Background: an optimization exercise with open tools, aiming at small area, a short achievable clock period and few clock cycles per item. Do not read the settings as production practice. Where RTL was checked, it was by simulation tests only, not by an equivalence proof against the original. Power is estimated from default activity; no workload was simulated.

==> zinc <==
## software_timer_bank
module software_timer_bank #(
  parameter int NUM_TIMERS = stb_pkg::NUM_TIMERS_DEF
) (
  input  logic                          clk,
  input  logic                          rst,
  input  logic                          in_valid,
  output logic                          in_stall,
  input  logic [stb_pkg::ACTION_W-1:0]  action,
  input  logic [stb_pkg::INDEX_W-1:0]   timer_index,
  input  logic [stb_pkg::TICK_W-1:0]    period,
  input  logic                          periodic,
  output logic                          out_valid,
  input  logic                          out_stall,
  output logic [stb_pkg::STATUS_W-1:0]  status,
  output logic [stb_pkg::INDEX_W-1:0]   result_index,
  output logic [stb_pkg::TICK_W-1:0]    elapsed_ticks,
  output logic                          last
);
Settings: LEC_CHECK=0, CAP_MARGIN=20, CORE_MARGIN=2, CORE_UTILIZATION=60, PLACE_DENSITY=0.7, SETUP_SLACK_MARGIN=5, SLEW_MARGIN=20; clock period 8.0 ns.
run.sh (not shown) runs the stock make flow with config.mk's settings and CLKGATE_MAP_FILE= SYNTH_SCRIPT=/design/flow/synth_recipe.tcl, a recipe that flattens the netlist after the stock synthesis.
==> indigo (differences from zinc) <==
==> flow/config.mk (replaced) <==
export PLATFORM = sky130hd
export DESIGN_NAME = software_timer_bank
export DESIGN_NICKNAME = software_timer_bank
export VERILOG_FILES = /design/flow/design.v
export SDC_FILE = /design/flow/constraint.sdc
export NUM_CORES = 4
export LEC_CHECK = 0
export CAP_MARGIN = 20
export CORE_MARGIN = 2
export CORE_UTILIZATION = 40
export PLACE_DENSITY = 0.6
export SETUP_SLACK_MARGIN = 5
export SLEW_MARGIN = 20
==> delta (differences from zinc) <==
--- a/flow/design.v
+++ b/flow/design.v
@@ -26,18 +26,20 @@
                                                input logic              cin);
     logic [TICK_W-1:0] p, g, gp, pp;
     p  = a ^ b;
     g  = a & b;
     gp = g;
     pp = p;
     gp[0] = g[0] | (p[0] & cin);
-    for (int d = 1; d < TICK_W; d = d * 2) begin
-      for (int i = TICK_W - 1; i >= d; i = i - 1) begin
-        gp[i] = gp[i] | (pp[i] & gp[i-d]);
-        pp[i] = pp[i] & pp[i-d];
+    for (int l = 0; (1 << l) < TICK_W; l = l + 1) begin
+      for (int i = 0; i < TICK_W; i = i + 1) begin
+        if ((i >> l) & 1) begin
+          gp[i] = gp[i] | (pp[i] & gp[((i >> l) << l) - 1]);
+          pp[i] = pp[i] & pp[((i >> l) << l) - 1];
+        end
       end
     end
     pp_add = p ^ {gp[TICK_W-2:0], cin};
   endfunction
   function automatic logic pp_cout(input logic [TICK_W-1:0] a,
                                    input logic [TICK_W-1:0] b,
                                    input logic              cin);
@@ -140,72 +142,74 @@
   logic [N-1:0] in_use, running, auto_rl, expired;
   logic [N-1:0] pending;    
   logic [N-1:0] dl_zero;    
   logic [N-1:0] per_one;    
   logic [N-1:0] hq, hq1;    
   logic [N-1:0] scan_need;  
   logic         stall_q;
+  logic [N-1:0] eng_oh;     
+  logic [W-1:0] eng_per;
+  logic [W-1:0] qa_per, qa_dl;
+  logic         qa_zero;
   logic          c0v, c1v;
   logic [1:0]    c0k, c1k;
   logic [SW-1:0] c0st, c1st;
   logic [XW-1:0] c0ix, c1ix;
   logic [N-1:0]  c0m, c1m;
   logic          c0frz;
-  logic [N-1:0]  c0q;       
   logic [W-1:0]  el_hold;
   logic          ov;
   logic [SW-1:0] ost;
   logic [XW-1:0] oix;
   logic [W-1:0]  oel;
   logic          olast;
-  logic [N-1:0] per_we, dl_we, eng_oh, d_oh;
-  logic [W-1:0] eng_per, q_per, d_dl, dl_wdata, tick_inc;
-  logic [N-1:0] lo_eq;
-  stb_entry_store #(.N(N), .W(W)) u_store (
-    .clk       (clk),
-    .per_we    (per_we),
-    .per_wdata (period),
-    .dl_we     (dl_we),
-    .dl_wdata  (dl_wdata),
-    .eng_sel   (eng_oh),
-    .eng_per   (eng_per),
-    .q_sel     (c0q),
-    .q_per     (q_per),
-    .d_sel     (d_oh),
-    .d_dl      (d_dl),
-    .cmp_lo    (tick_inc[LW-1:0]),
-    .lo_eq     (lo_eq)
-  );
   logic acc, idx_ok;
   logic [IDX_W-1:0] isl;
   logic [N-1:0] ix_oh;
-  logic a_tick, a_alloc, a_start, a_stop, a_release, a_service;
+  logic a_tick, a_alloc, a_start, a_stop, a_release, a_service, a_query;
   assign acc    = in_valid && !stall_q;
   assign idx_ok = ({1'b0, timer_index} < (XW+1)'(N));
   assign isl    = timer_index[IDX_W-1:0];
   assign ix_oh  = idx_ok ? (N'(1) << isl) : '0;
   assign a_tick    = acc && (action == stb_pkg::ACT_TICK);
   assign a_alloc   = acc && (action == stb_pkg::ACT_ALLOC);
   assign a_start   = acc && (action == stb_pkg::ACT_START);
   assign a_stop    = acc && (action == stb_pkg::ACT_STOP);
   assign a_release = acc && (action == stb_pkg::ACT_RELEASE);
   assign a_service = acc && (action == stb_pkg::ACT_SERVICE);
+  assign a_query   = acc && (action == stb_pkg::ACT_QUERY);
   logic [N-1:0]     free_oh;
   logic [IDX_W-1:0] free_idx;
   logic             any_free;
   always_comb begin
     free_oh  = stb_pkg::low_oh(~in_use);
     any_free = |(~in_use);
     free_idx = '0;
     for (int i = 0; i < N; i++) if (free_oh[i]) free_idx |= IDX_W'(i);
   end
+  logic [N-1:0] per_we, eng_sel_n, d_sel, scan_oh;
+  logic [W-1:0] eng_per_rd, q_per_rd, d_dl, dl_wdata, tick_inc;
+  logic [N-1:0] lo_eq;
+  logic         scan_v;
+  stb_entry_store #(.N(N), .W(W)) u_store (
+    .clk       (clk),
+    .per_we    (per_we),
+    .per_wdata (period),
+    .dl_we     (eng_oh),
+    .dl_wdata  (dl_wdata),
+    .eng_sel   (eng_sel_n),
+    .eng_per   (eng_per_rd),
+    .q_sel     (ix_oh),
+    .q_per     (q_per_rd),
+    .d_sel     (d_sel),
+    .d_dl      (d_dl),
+    .cmp_lo    (tick_inc[LW-1:0]),
+    .lo_eq     (lo_eq)
+  );
   logic [N-1:0] hit;
-  logic [N-1:0] eng_q;      
-  assign eng_oh   = eng_q;
-  assign dl_we    = eng_oh;
   assign dl_wdata = stb_pkg::pp_add(tick, eng_per, 1'b0);
   assign tick_inc = stb_pkg::pp_inc(tick);
   assign hit      = running & ((pending & per_one) | (~pending & lo_eq & hq));
   logic c_add, c_inc, ph_z, ph_1, ph_2, ph_m1, e0, e1, wrap;
   logic [LW-1:0] lo_g, lo_p;
   logic [HW-1:0] ph;
   always_comb begin
@@ -231,38 +235,31 @@
     end else if (c_add) begin
       e0 = ph_m1; e1 = ph_z;
     end else begin
       e0 = ph_1;  e1 = ph_2;
     end
   end
   assign wrap = &tick_inc[LW-1:0];
-  logic          q_busy, scan_v, scan_hit;
-  logic [N-1:0]  scan_oh;
+  logic          scan_hit;
   logic [HW-1:0] hi_next1;
-  logic          qb_q;      
-  logic [N-1:0]  dsel_q;    
-  assign q_busy   = qb_q;
-  assign scan_oh  = dsel_q;
-  assign scan_v   = !qb_q && (scan_need != '0);
-  assign d_oh     = dsel_q;
-  logic [W-1:0] tick_nx1;
+  logic [W-1:0]  tick_nx1;
+  assign scan_oh  = stb_pkg::low_oh(scan_need);
+  assign scan_v   = !a_query && (scan_need != '0);
+  assign d_sel    = a_query ? ix_oh : scan_oh;
   assign tick_nx1 = stb_pkg::pp_inc({tick_inc[W-1:LW], {LW{1'b1}}});
   assign hi_next1 = tick_nx1[W-1:LW];
   assign scan_hit = (d_dl[W-1:LW] == hi_next1);
-  logic             q_zero;
-  logic [W-1:0]     el_live;
-  assign q_zero  = |(c0q & (dl_zero | pending));
-  logic [W-1:0] q_s, q_c, q_ndl;
+  logic [W-1:0] el_live, q_s, q_c, q_ndl;
   logic         q_lt;
-  assign q_ndl   = ~d_dl;
-  assign q_s     = q_per ^ tick ^ q_ndl;
-  assign q_c     = {(q_per[W-2:0] & tick[W-2:0]) | (q_per[W-2:0] & q_ndl[W-2:0]) |
+  assign q_ndl   = ~qa_dl;
+  assign q_s     = qa_per ^ tick ^ q_ndl;
+  assign q_c     = {(qa_per[W-2:0] & tick[W-2:0]) | (qa_per[W-2:0] & q_ndl[W-2:0]) |
                     (tick[W-2:0] & q_ndl[W-2:0]), 1'b1};
   assign q_lt    = !stb_pkg::pp_cout(tick, q_ndl, 1'b1);
-  assign el_live = (!q_zero && q_lt) ? stb_pkg::pp_add(q_s, q_c, 1'b0) : '0;
+  assign el_live = (!qa_zero && q_lt) ? stb_pkg::pp_add(q_s, q_c, 1'b0) : '0;
   logic [1:0]    nk;
   logic [SW-1:0] nst;
   logic [XW-1:0] nix;
   always_comb begin
     nk  = stb_pkg::K_PLAIN;
     nst = stb_pkg::ST_DONE;
     nix = '0;
@@ -278,26 +275,23 @@
         if (!idx_ok) nst = stb_pkg::ST_BAD_INDEX;
       end
       stb_pkg::ACT_SERVICE: begin
         if (|expired) nk  = stb_pkg::K_SERVICE;
         else          nst = stb_pkg::ST_NONE;
       end
       stb_pkg::ACT_QUERY: begin
-        if (idx_ok) begin
-          nk  = stb_pkg::K_QUERY;
-          nix = timer_index;
-        end else begin
-          nst = stb_pkg::ST_BAD_INDEX;
-        end
+        if (idx_ok) nk  = stb_pkg::K_QUERY;
+        else        nst = stb_pkg::ST_BAD_INDEX;
       end
       default: ;
     endcase
   end
   logic [N-1:0] alloc_oh, start_oh;
   logic [N-1:0] in_use_n, running_n, auto_n, expired_n, pending_n, dl_zero_n, per_one_n;
+  logic [N-1:0] hq_n, hq1_n, scan_need_n;
   assign alloc_oh = a_alloc ? free_oh : '0;
   assign start_oh = a_start ? (ix_oh & in_use) : '0;
   assign per_we   = alloc_oh;
   always_comb begin
     in_use_n  = in_use;
     running_n = running;
     auto_n    = auto_rl;
@@ -325,15 +319,33 @@
     in_use_n  = in_use_n  | alloc_oh;
     running_n = running_n & ~alloc_oh;
     expired_n = expired_n & ~alloc_oh;
     pending_n = pending_n & ~alloc_oh;
     dl_zero_n = dl_zero_n | alloc_oh;
     auto_n    = (auto_n & ~alloc_oh) | (periodic ? alloc_oh : '0);
     per_one_n = (per_one & ~alloc_oh) | ((period == W'(1)) ? alloc_oh : '0);
+    for (int i = 0; i < N; i++) begin
+      hq_n[i]        = hq[i];
+      hq1_n[i]       = hq1[i];
+      scan_need_n[i] = scan_need[i];
+      if (eng_oh[i]) begin
+        hq_n[i]        = (a_tick && wrap) ? e1 : e0;
+        hq1_n[i]       = e1;
+        scan_need_n[i] = a_tick && wrap;
+      end else if (scan_v && scan_oh[i]) begin
+        hq_n[i]        = (a_tick && wrap) ? scan_hit : hq[i];
+        hq1_n[i]       = scan_hit;
+        scan_need_n[i] = a_tick && wrap;
+      end else if (a_tick && wrap) begin
+        hq_n[i]        = hq1[i];
+        scan_need_n[i] = 1'b1;
+      end
+    end
   end
+  assign eng_sel_n = stb_pkg::low_oh(pending_n);
   logic          move, c0_pop, svc_last;
   logic [N-1:0]  c0_lsb, c0_rest;
   logic [IDX_W-1:0] c0_lsb_idx;
   logic          c0v_n, c1v_n, new_to_c0, c1_to_c0;
   always_comb begin
     c0_lsb  = stb_pkg::low_oh(c0m);
     c0_rest = c0m & ~c0_lsb;
@@ -343,86 +355,55 @@
   assign svc_last  = (c0_rest == '0);
   assign move      = c0v && (!ov || !out_stall);
   assign c0_pop    = move && (c0k != stb_pkg::K_SERVICE || svc_last);
   assign c1_to_c0  = c0_pop && c1v;
   assign new_to_c0 = acc && (!c0v || (c0_pop && !c1v));
   assign c0v_n     = (c0v && !c0_pop) || c1v || acc;
   assign c1v_n     = (c1v && !c0_pop) || (acc && !new_to_c0);
-  logic [1:0]   c0k_n;
-  logic [N-1:0] c0q_n, scan_need_n;
-  logic         c0frz_n, q_busy_n;
-  always_comb begin
-    if (c1_to_c0) begin
-      c0k_n   = c1k;
-      c0q_n   = N'(1) << c1ix[IDX_W-1:0];
-      c0frz_n = 1'b0;
-    end else if (new_to_c0) begin
-      c0k_n   = nk;
-      c0q_n   = N'(1) << isl;
-      c0frz_n = 1'b0;
-    end else begin
-      c0k_n   = c0k;
-      c0q_n   = c0q;
-      c0frz_n = c0frz || (acc && c0v && c0k == stb_pkg::K_QUERY);
-    end
-    q_busy_n = c0v_n && (c0k_n == stb_pkg::K_QUERY) && !c0frz_n;
-    for (int i = 0; i < N; i++) begin
-      if (a_tick && wrap) scan_need_n[i] = 1'b1;
-      else if (eng_oh[i] || (scan_v && scan_oh[i])) scan_need_n[i] = 1'b0;
-      else scan_need_n[i] = scan_need[i];
-    end
-  end
   always_ff @(posedge clk) begin
     if (rst) begin
-      tick    <= '0;
-      in_use  <= '0;
-      running <= '0;
-      auto_rl <= '0;
-      expired <= '0;
-      pending <= '0;
-      dl_zero <= '1;
+      tick      <= '0;
+      in_use    <= '0;
+      running   <= '0;
+      auto_rl   <= '0;
+      expired   <= '0;
+      pending   <= '0;
+      dl_zero   <= '1;
       scan_need <= '0;
-      eng_q   <= '0;
-      qb_q    <= 1'b0;
-      dsel_q  <= '0;
-      stall_q <= 1'b0;
-      c0v     <= 1'b0;
-      c1v     <= 1'b0;
-      ov      <= 1'b0;
+      eng_oh    <= '0;
+      stall_q   <= 1'b0;
+      c0v       <= 1'b0;
+      c1v       <= 1'b0;
+      ov        <= 1'b0;
     end else begin
       if (a_tick) tick <= tick_inc;
-      in_use  <= in_use_n;
-      running <= running_n;
-      auto_rl <= auto_n;
-      expired <= expired_n;
-      pending <= pending_n;
-      dl_zero <= dl_zero_n;
+      in_use    <= in_use_n;
+      running   <= running_n;
+      auto_rl   <= auto_n;
+      expired   <= expired_n;
+      pending   <= pending_n;
+      dl_zero   <= dl_zero_n;
       scan_need <= scan_need_n;
-      eng_q     <= stb_pkg::low_oh(pending_n);
-      qb_q      <= q_busy_n;
-      dsel_q    <= q_busy_n ? c0q_n : stb_pkg::low_oh(scan_need_n);
-      stall_q <= (c0v_n && c1v_n) || ((pending_n & ~stb_pkg::low_oh(pending_n)) != '0);
-      c0v     <= c0v_n;
-      c1v     <= c1v_n;
-      if (move)           ov <= 1'b1;
+      eng_oh    <= eng_sel_n;
+      stall_q   <= (c0v_n && c1v_n) || ((pending_n & ~eng_sel_n) != '0);
+      c0v       <= c0v_n;
+      c1v       <= c1v_n;
+      if (move)            ov <= 1'b1;
       else if (!out_stall) ov <= 1'b0;
     end
   end
   always_ff @(posedge clk) begin
     per_one <= per_one_n;
-    for (int i = 0; i < N; i++) begin
-      if (eng_oh[i]) begin
-        hq[i]  <= (a_tick && wrap) ? e1 : e0;
-        hq1[i] <= e1;
-      end else if (scan_v && scan_oh[i]) begin
-        if (a_tick && wrap) hq[i] <= scan_hit;
-        hq1[i] <= scan_hit;
-      end else if (a_tick && wrap) begin
-        hq[i] <= hq1[i];
-      end
+    hq      <= hq_n;
+    hq1     <= hq1_n;
+    eng_per <= eng_per_rd;
+    if (a_query) begin
+      qa_per  <= q_per_rd;
+      qa_dl   <= d_dl;
+      qa_zero <= |(ix_oh & (dl_zero | pending));
     end
     if (move) begin
       unique case (c0k)
         stb_pkg::K_QUERY: begin
           ost   <= stb_pkg::ST_DONE;
           oix   <= '0;
           oel   <= c0frz ? el_hold : el_live;
@@ -439,27 +420,29 @@
           oix   <= c0ix;
           oel   <= '0;
           olast <= 1'b1;
         end
       endcase
     end
     if (c0v && c0k == stb_pkg::K_QUERY && !c0frz) el_hold <= el_live;
-    c0k   <= c0k_n;
-    c0q   <= c0q_n;
-    c0frz <= c0frz_n;
     if (c1_to_c0) begin
+      c0k   <= c1k;
       c0st  <= c1st;
       c0ix  <= c1ix;
       c0m   <= c1m;
+      c0frz <= 1'b0;
     end else if (new_to_c0) begin
+      c0k   <= nk;
       c0st  <= nst;
       c0ix  <= nix;
       c0m   <= expired;
-    end else if (move) begin
-      c0m   <= c0_rest;
+      c0frz <= 1'b0;
+    end else begin
+      if (move) c0m <= c0_rest;
+      if (acc && c0v && c0k == stb_pkg::K_QUERY) c0frz <= 1'b1;
     end
     if (acc && !new_to_c0) begin
       c1k  <= nk;
       c1st <= nst;
       c1ix <= nix;
       c1m  <= expired;
     end
==> flow/config.mk (replaced) <==
export PLATFORM = sky130hd
export DESIGN_NAME = software_timer_bank
export DESIGN_NICKNAME = software_timer_bank
export VERILOG_FILES = /design/flow/design.v
export SDC_FILE = /design/flow/constraint.sdc
export NUM_CORES = 4
export LEC_CHECK = 0
export CAP_MARGIN = 20
export CORE_MARGIN = 2
export CORE_UTILIZATION = 40
export PLACE_DENSITY = 0.6
export SETUP_SLACK_MARGIN = 5
export SLEW_MARGIN = 20
export TNS_END_PERCENT = 0
==> violet (differences from zinc) <==
==> flow/config.mk (replaced) <==
export PLATFORM = sky130hd
export DESIGN_NAME = software_timer_bank
export DESIGN_NICKNAME = software_timer_bank
export VERILOG_FILES = /design/flow/design.v
export SDC_FILE = /design/flow/constraint.sdc
export NUM_CORES = 4
export LEC_CHECK = 0
export CAP_MARGIN = 20
export CORE_MARGIN = 2
export CORE_UTILIZATION = 40
export PLACE_DENSITY = 0.6
export SETUP_SLACK_MARGIN = 5
export SLEW_MARGIN = 20
export TNS_END_PERCENT = 0
==> qor summary <==
| metric | delta | indigo | zinc | violet |
|---|---|---|---|---|
| Fin area | 46800 um2 | 51100 um2 | 50400 um2 | 44400 um2 |
| DIE HEIGHT | 320 um | 310 um | 254 um | 310 um |
| Sequential share of power | 0.512 | 0.361 | 0.365 | 0.408 |
| Total clock network power | 4.11 mW | 3.86 mW | 3.62 mW | 3.63 mW |
| Clock share of power | 0.439 | 0.317 | 0.301 | 0.337 |
| DR vias | 29.3k | 31.3k | 32.3k | 28.1k |
| Site row count | 115 | 112 | 91 | 112 |
| Worst Hold Margin | 0.453 ns | 0.443 ns | 0.466 ns | 0.455 ns |
| Last weighted congestion value of the routability-driven placer | 0.958 | 0.968 | 0.940 | 0.971 |
| Synth Register Bits | 836 | 756 | 756 | 756 |
| Total wire length after detailed routing | 132000 um | 146000 um | 145000 um | 121000 um |
| Number of DRC violations after detailed-routing iteration 0 | 3743 | 4074 | 4857 | 3334 |
| Number of cells after detailed placement | 4563 | 4389 | 3968 | 4392 |
| Power density over the cells | 200 nW/um2 | 238 nW/um2 | 238 nW/um2 | 242 nW/um2 |
| Global-route wire length before repair | 189000 um | 201000 um | 204000 um | 178000 um |
| Share of the final layout cell area in sequential cells | 0.508 | 0.424 | 0.430 | 0.486 |
| Sequential area share after synthesis | 0.597 | 0.574 | 0.574 | 0.574 |
| Global routing met2 resource utilization | 0.393 | 0.443 | 0.661 | 0.403 |
| Outcome | finished clean | finished clean | finished clean | finished clean |
| Power dissipated in sequential cells | 4.79 mW | 4.39 mW | 4.39 mW | 4.39 mW |
| Period minus WS final | 4.28 ns | 4.20 ns | 4.28 ns | 4.12 ns |
Testbench counts of zinc, summed over its fixed seeds: cycles 12,893, items 12,000.
Testbench counts of indigo, summed over its fixed seeds: cycles 12,893, items 12,000.
Testbench counts of violet, summed over its fixed seeds: cycles 12,893, items 12,000.
Only the layout flow was run in delta; the RTL was not checked for function there.

==> separate check: timing with driven ports <==
In the flow no input, the clock included, has a driving cell. The finished layouts below were timed again as built, in two steps.
Step 1 (the two cells are an assumption about what drives the block):
set clk [get_ports {clk}]
set_driving_cell -lib_cell sky130_fd_sc_hd__clkbuf_16 $clk
set_driving_cell -lib_cell sky130_fd_sc_hd__buf_2 [delete_from_list [all_inputs] $clk]
Step 2 also shifts input and output timing later by t, the mid clock arrival at the registers, as if the neighbouring blocks saw the same clock.
a / b / c = no drivers / after step 1 / after step 2; a / b = the first two.
run	t (ns)	setup slack, ns	worst hold slack (ns)	latest minus earliest clock arrival (ns)
zinc	0.705	3.724 / 3.724 / 3.724	0.466 / 0.466 / 0.466	0.035 / 0.034
indigo	0.732	3.799 / 3.799 / 3.799	0.443 / 0.443 / 0.443	0.043 / 0.043
delta	0.720	3.717 / 3.642 / 2.922	0.453 / 0.453 / 0.453	0.038 / 0.037
violet	0.699	3.879 / 3.879 / 3.351	0.455 / 0.455 / 0.455	0.030 / 0.030
After both steps every run listed still meets setup and hold. The setup slack of delta, which loses most, moves by -0.075 ns with the drivers and by -0.795 ns with both steps.
